Background: an optimization exercise with open tools, aiming at small area and a short achievable clock period. Do not read the settings as production practice.
RTL that was checked went through simulation tests only; none was proved equivalent to the original.
Power and IR drop assume default switching activity.

==> flow/design.v <==
package types_pkg;
  typedef enum logic [1:0] {
    IDLE    = 2'd0,
    WAIT    = 2'd1,
    RESPOND = 2'd2
  } mem_resp_state_t;
  localparam int MEM_RESP_WAIT_DEFAULT = 2;
  localparam int MEM_RESP_DATA_W       = 16;
  localparam int MEM_RESP_ADDR_W       = 16;
  function automatic logic mem_resp_in_range(input logic [MEM_RESP_ADDR_W-1:0] addr,
                                             input int addr_bits);
    mem_resp_in_range = ((addr >> addr_bits) == {MEM_RESP_ADDR_W{1'b0}});
  endfunction
endpackage
module mem_resp_array
#(
  parameter int DATA_W = types_pkg::MEM_RESP_DATA_W
) (
  input  logic              clk,
  input  logic [7:0]        rlo0,
  input  logic [7:0]        rlo2,
  input  logic [7:0]        wlo,
  input  logic [7:0]        rd0,
  input  logic [7:0]        rd2,
  input  logic [7:0]        wr,
  input  logic              clr_n,    
  input  logic [DATA_W-1:0] wdata,
  output logic [DATA_W-1:0] rdata_n0,
  output logic [DATA_W-1:0] rdata_n1
);
  localparam int RINGS = 64;
  logic [DATA_W-1:0] s0_q  [RINGS];
  logic [DATA_W-1:0] s1_q  [RINGS];
  logic [DATA_W-1:0] s2_q  [RINGS];
  logic [DATA_W-1:0] s3_q  [RINGS];
  logic [DATA_W-1:0] s0_d  [RINGS];
  logic [RINGS-1:0]  t0, t2;
  logic [DATA_W-1:0] or4   [16];       
  logic [DATA_W-1:0] or8_n [8];        
  logic [DATA_W-1:0] or16  [4];        
  logic [DATA_W-1:0] or32_n [2];       
  for (genvar r = 0; r < RINGS; r++) begin : g_ring
    logic we, hold;
    assign we   = wr[r / 8] & wlo[r % 8];
    assign hold = clr_n & ~we;
    assign t0[r] = rd0[r / 8] & rlo0[r % 8];
    assign t2[r] = rd2[r / 8] & rlo2[r % 8];
    always_ff @(posedge clk) begin
      s0_q[r] <= s0_d[r];
      s1_q[r] <= s0_q[r];
      s2_q[r] <= s1_q[r];
      s3_q[r] <= s2_q[r];
    end
    for (genvar b = 0; b < DATA_W; b++) begin : g_bit
      mem_resp_ao22 u_entry (
        .a1(we), .a2(wdata[b]), .b1(hold), .b2(s3_q[r][b]), .y(s0_d[r][b])
      );
    end
  end
  for (genvar b = 0; b < DATA_W; b++) begin : g_tree
    for (genvar i = 0; i < 16; i++) begin : g_l2
      mem_resp_tap4 u_g (
        .t0(t0[4*i+3:4*i]), .t2(t2[4*i+3:4*i]),
        .a({s0_q[4*i+3][b], s0_q[4*i+2][b], s0_q[4*i+1][b], s0_q[4*i][b]}),
        .b({s2_q[4*i+3][b], s2_q[4*i+2][b], s2_q[4*i+1][b], s2_q[4*i][b]}),
        .y(or4[i][b])
      );
    end
    for (genvar i = 0; i < 8; i++) begin : g_l3
      mem_resp_nor2 u_g (.a(or4[2*i][b]), .b(or4[2*i+1][b]), .y(or8_n[i][b]));
    end
    for (genvar i = 0; i < 4; i++) begin : g_l4
      mem_resp_nand2 u_g (.a(or8_n[2*i][b]), .b(or8_n[2*i+1][b]), .y(or16[i][b]));
    end
    for (genvar i = 0; i < 2; i++) begin : g_l5
      mem_resp_nor2 u_g (.a(or16[2*i][b]), .b(or16[2*i+1][b]), .y(or32_n[i][b]));
    end
  end
  assign rdata_n0 = or32_n[0];
  assign rdata_n1 = or32_n[1];
endmodule
module mem_resp_ao22 (
  input  logic a1, a2, b1, b2,
  output logic y
);
  assign y = (a1 & a2) | (b1 & b2);
endmodule
module mem_resp_tap4 (
  input  logic [3:0] t0, t2, a, b,
  output logic       y
);
  assign y = |((t0 & a) | (t2 & b));
endmodule
module mem_resp_nand2 (
  input  logic a, b,
  output logic y
);
  assign y = ~(a & b);
endmodule
module mem_resp_nor2 (
  input  logic a, b,
  output logic y
);
  assign y = ~(a | b);
endmodule
module mem_responder
#(
  parameter int WAIT_CYCLES = types_pkg::MEM_RESP_WAIT_DEFAULT,
  parameter int ADDR_BITS   = 8
) (
  input  logic        clk,
  input  logic        rst,
  input  logic        req_valid,
  input  logic        req_write,
  input  logic [15:0] req_addr,
  input  logic [15:0] req_wdata,
  input  logic        halt_sys,
  output logic        req_ready,
  output logic        rsp_valid,
  output logic [15:0] rsp_rdata,
  output logic        busy,
  output logic        stall
);
  logic        busy_q, rsp_q, w1_q;
  logic        idle_q;      
  logic        free_n, valid_n;
  logic [1:0]  ph_q;        
  logic [3:0]  clr_q;       
  logic        write_q;     
  logic        wpend_q;     
  logic        cap_q;       
  logic [7:0]  rd0_q, rd2_q, wr_q;
  logic [1:0]  slot_q;      
  logic [7:0]  hi_q, lo_q;  
  logic [7:0]  rlo0_q, rlo2_q, wlo_q;
  logic [15:0] rdata_q;
  logic        accept, land;
  logic        rd_d, cap_d, rd0_d, rd2_d, wpend_d, wr_d;
  logic [1:0]  slot_d;
  logic [7:0]  hi_d, lo_d, hi_n, lo_n;
  logic        hold_rdata;
  logic [15:0] tap_n0, tap_n1;
  logic [15:0] keep_n;
  assign busy      = busy_q;
  assign rsp_valid = rsp_q;
  assign req_ready = !busy_q && !halt_sys && !rst;
  assign accept    = req_valid && req_ready;
  mem_resp_nor2  u_free (.a(halt_sys), .b(rst), .y(free_n));
  mem_resp_inv   u_vinv (.a(req_valid), .y(valid_n));
  mem_resp_aoi21 u_stall (.a1(free_n), .a2(idle_q), .b1(valid_n), .y(stall));
  assign rsp_rdata = rdata_q;
  assign land    = |wr_q;
  assign slot_d  = accept ? req_addr[1:0] + ph_q : slot_q + 2'd1;
  assign rd_d    = (accept && !req_write) || (w1_q && !write_q);
  assign cap_d   = rd_d && !slot_d[0];
  assign rd0_d   = cap_d && !slot_d[1];
  assign rd2_d   = cap_d && slot_d[1] && clr_q[1];
  assign wpend_d = (accept && req_write) || (wpend_q && !land);
  assign wr_d    = wpend_d && (slot_d == 2'd3);
  always_comb begin
    hi_d = '0;
    lo_d = '0;
    hi_d[req_addr[7:5]] = 1'b1;
    lo_d[req_addr[4:2]] = 1'b1;
  end
  assign hi_n = accept ? hi_d : hi_q;
  assign lo_n = accept ? lo_d : lo_q;
  assign hold_rdata = !(accept || cap_q);
  logic [15:0] rdata_d;
  for (genvar b = 0; b < 16; b++) begin : g_rd
    mem_resp_aoi22 u_keep (
      .a1(accept), .a2(req_wdata[b]), .b1(hold_rdata), .b2(rdata_q[b]), .y(keep_n[b])
    );
    mem_resp_nand3 u_d (.a(tap_n0[b]), .b(tap_n1[b]), .c(keep_n[b]), .y(rdata_d[b]));
  end
  always_ff @(posedge clk or posedge rst) begin
    if (rst) begin
      busy_q  <= 1'b0;
      idle_q  <= 1'b1;
      rsp_q   <= 1'b0;
      w1_q    <= 1'b0;
      ph_q    <= 2'd1;
      clr_q   <= 4'd0;
      wpend_q <= 1'b0;
      cap_q   <= 1'b0;
      wr_q    <= '0;
      rd0_q   <= '0;
      rd2_q   <= '0;
    end else begin
      busy_q  <= accept || (busy_q && !rsp_q);
      idle_q  <= !(accept || (busy_q && !rsp_q));
      w1_q    <= accept;
      rsp_q   <= busy_q && !w1_q && !rsp_q;
      ph_q    <= ph_q + 2'd1;
      clr_q   <= {clr_q[2:0], 1'b1};
      wpend_q <= wpend_d;
      cap_q   <= cap_d;
      wr_q    <= hi_n & {8{wr_d}};
      rd0_q   <= hi_n & {8{rd0_d}};
      rd2_q   <= hi_n & {8{rd2_d}};
    end
  end
  always_ff @(posedge clk) begin
    slot_q  <= slot_d;
    rlo0_q  <= lo_n & {8{rd0_d}};
    rlo2_q  <= lo_n & {8{rd2_d}};
    wlo_q   <= lo_n & {8{wr_d}};
    rdata_q <= rdata_d;
    if (accept) begin
      write_q <= req_write;
      hi_q    <= hi_d;
      lo_q    <= lo_d;
    end
  end
  mem_resp_array #(
    .DATA_W(16)
  ) u_array (
    .clk   (clk),
    .rlo0  (rlo0_q),
    .rlo2  (rlo2_q),
    .wlo   (wlo_q),
    .rd0   (rd0_q),
    .rd2   (rd2_q),
    .wr    (wr_q),
    .clr_n (clr_q[3]),
    .wdata (rdata_q),
    .rdata_n0(tap_n0),
    .rdata_n1(tap_n1)
  );
endmodule
module mem_resp_inv (
  input  logic a,
  output logic y
);
  assign y = ~a;
endmodule
module mem_resp_aoi21 (
  input  logic a1, a2, b1,
  output logic y
);
  assign y = ~((a1 & a2) | b1);
endmodule
module mem_resp_nand3 (
  input  logic a, b, c,
  output logic y
);
  assign y = ~(a & b & c);
endmodule
module mem_resp_aoi22 (
  input  logic a1, a2, b1, b2,
  output logic y
);
  assign y = ~((a1 & a2) | (b1 & b2));
endmodule
==> flow/config.mk <==
export PLATFORM = sky130hd
export DESIGN_NAME = mem_responder
export DESIGN_NICKNAME = mem_responder
export VERILOG_FILES = /design/flow/design.v
export SDC_FILE = /design/flow/constraint.sdc
export NUM_CORES = 8
export LEC_CHECK = 0
export CAP_MARGIN = 20
export CORE_MARGIN = 2
export CORE_UTILIZATION = 65
export CTS_CLUSTER_DIAMETER = 100
export CTS_CLUSTER_SIZE = 30
export SETUP_SLACK_MARGIN = 3.3
export SLEW_MARGIN = 20
export SYNTH_HIERARCHICAL = 1
export SYNTH_MINIMUM_KEEP_SIZE = 0
==> flow/constraint.sdc <==
create_clock -name core_clock -period 6.0 [get_ports {clk}]
set_input_delay 1.2000 -clock core_clock [delete_from_list [all_inputs] [get_ports {clk}]]
set_output_delay 1.2000 -clock core_clock [all_outputs]
set_load 0.01 [all_outputs]
standard.sh (not shown) runs the stock make flow with config.mk's settings and CLKGATE_MAP_FILE= SYNTH_SCRIPT=/design/flow/synth_recipe.tcl, a recipe that flattens the netlist after the stock synthesis.
==> flow/flow/run.sh <==
#!/bin/bash
# Layout flow: the standard flow (standard.sh), unchanged except that the port
# buffers that global placement inserts are plain buffers (buf_2, which repair may
# resize) instead of the library's delay cells. Each step's output goes to its own log.
set -euo pipefail
bash standard.sh synth > synth.log 2>&1
bash standard.sh "BUFFER_PORTS_ARGS=-buffer_cell sky130_fd_sc_hd__buf_2" finish > layout.log 2>&1
The baseline passed the timing, DRC and antenna checks.
Then changed:
--- a/flow/design.v
+++ b/flow/design.v
@@ -16,18 +16,16 @@
 #(
   parameter int DATA_W = types_pkg::MEM_RESP_DATA_W
 ) (
   input  logic              clk,
-  input  logic [7:0]        rlo0,
-  input  logic [7:0]        rlo2,
+  input  logic [7:0]        rlo,
   input  logic [7:0]        wlo,
   input  logic [7:0]        rd0,
   input  logic [7:0]        rd2,
   input  logic [7:0]        wr,
   input  logic              clr_n,    
   input  logic [DATA_W-1:0] wdata,
-  output logic [DATA_W-1:0] rdata_n0,
-  output logic [DATA_W-1:0] rdata_n1
+  output logic [DATA_W-1:0] rdata
 );
   localparam int RINGS = 64;
   logic [DATA_W-1:0] s0_q  [RINGS];
   logic [DATA_W-1:0] s1_q  [RINGS];
@@ -42,10 +40,10 @@
   for (genvar r = 0; r < RINGS; r++) begin : g_ring
     logic we, hold;
     assign we   = wr[r / 8] & wlo[r % 8];
     assign hold = clr_n & ~we;
-    assign t0[r] = rd0[r / 8] & rlo0[r % 8];
-    assign t2[r] = rd2[r / 8] & rlo2[r % 8];
+    assign t0[r] = rd0[r / 8] & rlo[r % 8];
+    assign t2[r] = rd2[r / 8] & rlo[r % 8];
     always_ff @(posedge clk) begin
       s0_q[r] <= s0_d[r];
       s1_q[r] <= s0_q[r];
       s2_q[r] <= s1_q[r];
@@ -74,11 +72,10 @@
     end
     for (genvar i = 0; i < 2; i++) begin : g_l5
       mem_resp_nor2 u_g (.a(or16[2*i][b]), .b(or16[2*i+1][b]), .y(or32_n[i][b]));
     end
-  end
-  assign rdata_n0 = or32_n[0];
-  assign rdata_n1 = or32_n[1];
+    mem_resp_nand2 u_l6 (.a(or32_n[0][b]), .b(or32_n[1][b]), .y(rdata[b]));
+  end
 endmodule
 module mem_resp_ao22 (
   input  logic a1, a2, b1, b2,
   output logic y
@@ -131,17 +128,16 @@
   logic        cap_q;       
   logic [7:0]  rd0_q, rd2_q, wr_q;
   logic [1:0]  slot_q;      
   logic [7:0]  hi_q, lo_q;  
-  logic [7:0]  rlo0_q, rlo2_q, wlo_q;
+  logic [7:0]  rlo_q, wlo_q;
   logic [15:0] rdata_q;
   logic        accept, land;
   logic        rd_d, cap_d, rd0_d, rd2_d, wpend_d, wr_d;
   logic [1:0]  slot_d;
   logic [7:0]  hi_d, lo_d, hi_n, lo_n;
   logic        hold_rdata;
-  logic [15:0] tap_n0, tap_n1;
-  logic [15:0] keep_n;
+  logic [15:0] tap_data;
   assign busy      = busy_q;
   assign rsp_valid = rsp_q;
   assign req_ready = !busy_q && !halt_sys && !rst;
   assign accept    = req_valid && req_ready;
@@ -165,15 +161,8 @@
   end
   assign hi_n = accept ? hi_d : hi_q;
   assign lo_n = accept ? lo_d : lo_q;
   assign hold_rdata = !(accept || cap_q);
-  logic [15:0] rdata_d;
-  for (genvar b = 0; b < 16; b++) begin : g_rd
-    mem_resp_aoi22 u_keep (
-      .a1(accept), .a2(req_wdata[b]), .b1(hold_rdata), .b2(rdata_q[b]), .y(keep_n[b])
-    );
-    mem_resp_nand3 u_d (.a(tap_n0[b]), .b(tap_n1[b]), .c(keep_n[b]), .y(rdata_d[b]));
-  end
   always_ff @(posedge clk or posedge rst) begin
     if (rst) begin
       busy_q  <= 1'b0;
       idle_q  <= 1'b1;
@@ -201,12 +190,11 @@
     end
   end
   always_ff @(posedge clk) begin
     slot_q  <= slot_d;
-    rlo0_q  <= lo_n & {8{rd0_d}};
-    rlo2_q  <= lo_n & {8{rd2_d}};
+    rlo_q   <= lo_n & {8{rd0_d || rd2_d}};
     wlo_q   <= lo_n & {8{wr_d}};
-    rdata_q <= rdata_d;
+    rdata_q <= ({16{accept}} & req_wdata) | tap_data | ({16{hold_rdata}} & rdata_q);
     if (accept) begin
       write_q <= req_write;
       hi_q    <= hi_d;
       lo_q    <= lo_d;
@@ -215,18 +203,16 @@
   mem_resp_array #(
     .DATA_W(16)
   ) u_array (
     .clk   (clk),
-    .rlo0  (rlo0_q),
-    .rlo2  (rlo2_q),
+    .rlo   (rlo_q),
     .wlo   (wlo_q),
     .rd0   (rd0_q),
     .rd2   (rd2_q),
     .wr    (wr_q),
     .clr_n (clr_q[3]),
     .wdata (rdata_q),
-    .rdata_n0(tap_n0),
-    .rdata_n1(tap_n1)
+    .rdata (tap_data)
   );
 endmodule
 module mem_resp_inv (
   input  logic a,
@@ -239,16 +225,4 @@
   output logic y
 );
   assign y = ~((a1 & a2) | b1);
 endmodule
-module mem_resp_nand3 (
-  input  logic a, b, c,
-  output logic y
-);
-  assign y = ~(a & b & c);
-endmodule
-module mem_resp_aoi22 (
-  input  logic a1, a2, b1, b2,
-  output logic y
-);
-  assign y = ~((a1 & a2) | (b1 & b2));
-endmodule
=>
- hold slack gains 0.0031 ns
- global-route usage is lower by 1.1 points
- non-clock buffer count is lower by 4
- wire length is lower by 3.0%
- combinational power is lower by 18%
- clock-buffer cell count is lower by 6
- area after synthesis stays flat
- core utilization barely changes
- clock skew hardly moves
- power is lower by 1.8%
- sequential share of layout area is lower by 0.24 points
- maximum frequency is higher by 1.2%
- worst setup slack gains 0.034 ns
- critical path depth is higher by 1
No functional check of the RTL was part of the first run of this note.

re-timing with driven ports:
The results above use ideal ports. As a check the final layouts listed here were re-extracted and re-timed, cells and wires unchanged.
Step 1 sets driving cells, clkbuf_16 on the clock port and buf_2 on the other inputs (assumed; they add their load-dependent delay and slew).
Step 2, shift: input delay + t, output delay - t, t = (earliest + latest rising clock arrival at the registers) / 2. This alone moves slack from input paths to output paths.
a / b / c = no drivers / after step 1 / after step 2; a / b = the first two.
run | t (ns) | setup WS [ns] | worst hold slack (ns) | worst setup path at the end | latest minus earliest clock arrival (ns)
the first run | 0.915 | 3.178 / 3.147 / 2.703 | 0.320 / 0.320 / 0.320 | input to register | 0.033 / 0.032
the second run | 0.901 | 3.212 / 3.172 / 2.486 | 0.323 / 0.323 / 0.323 | input to register | 0.034 / 0.033
After both steps every run listed still meets setup and hold. The setup slack of the second run, which loses most, moves by -0.040 ns with the drivers and by -0.726 ns with both steps.
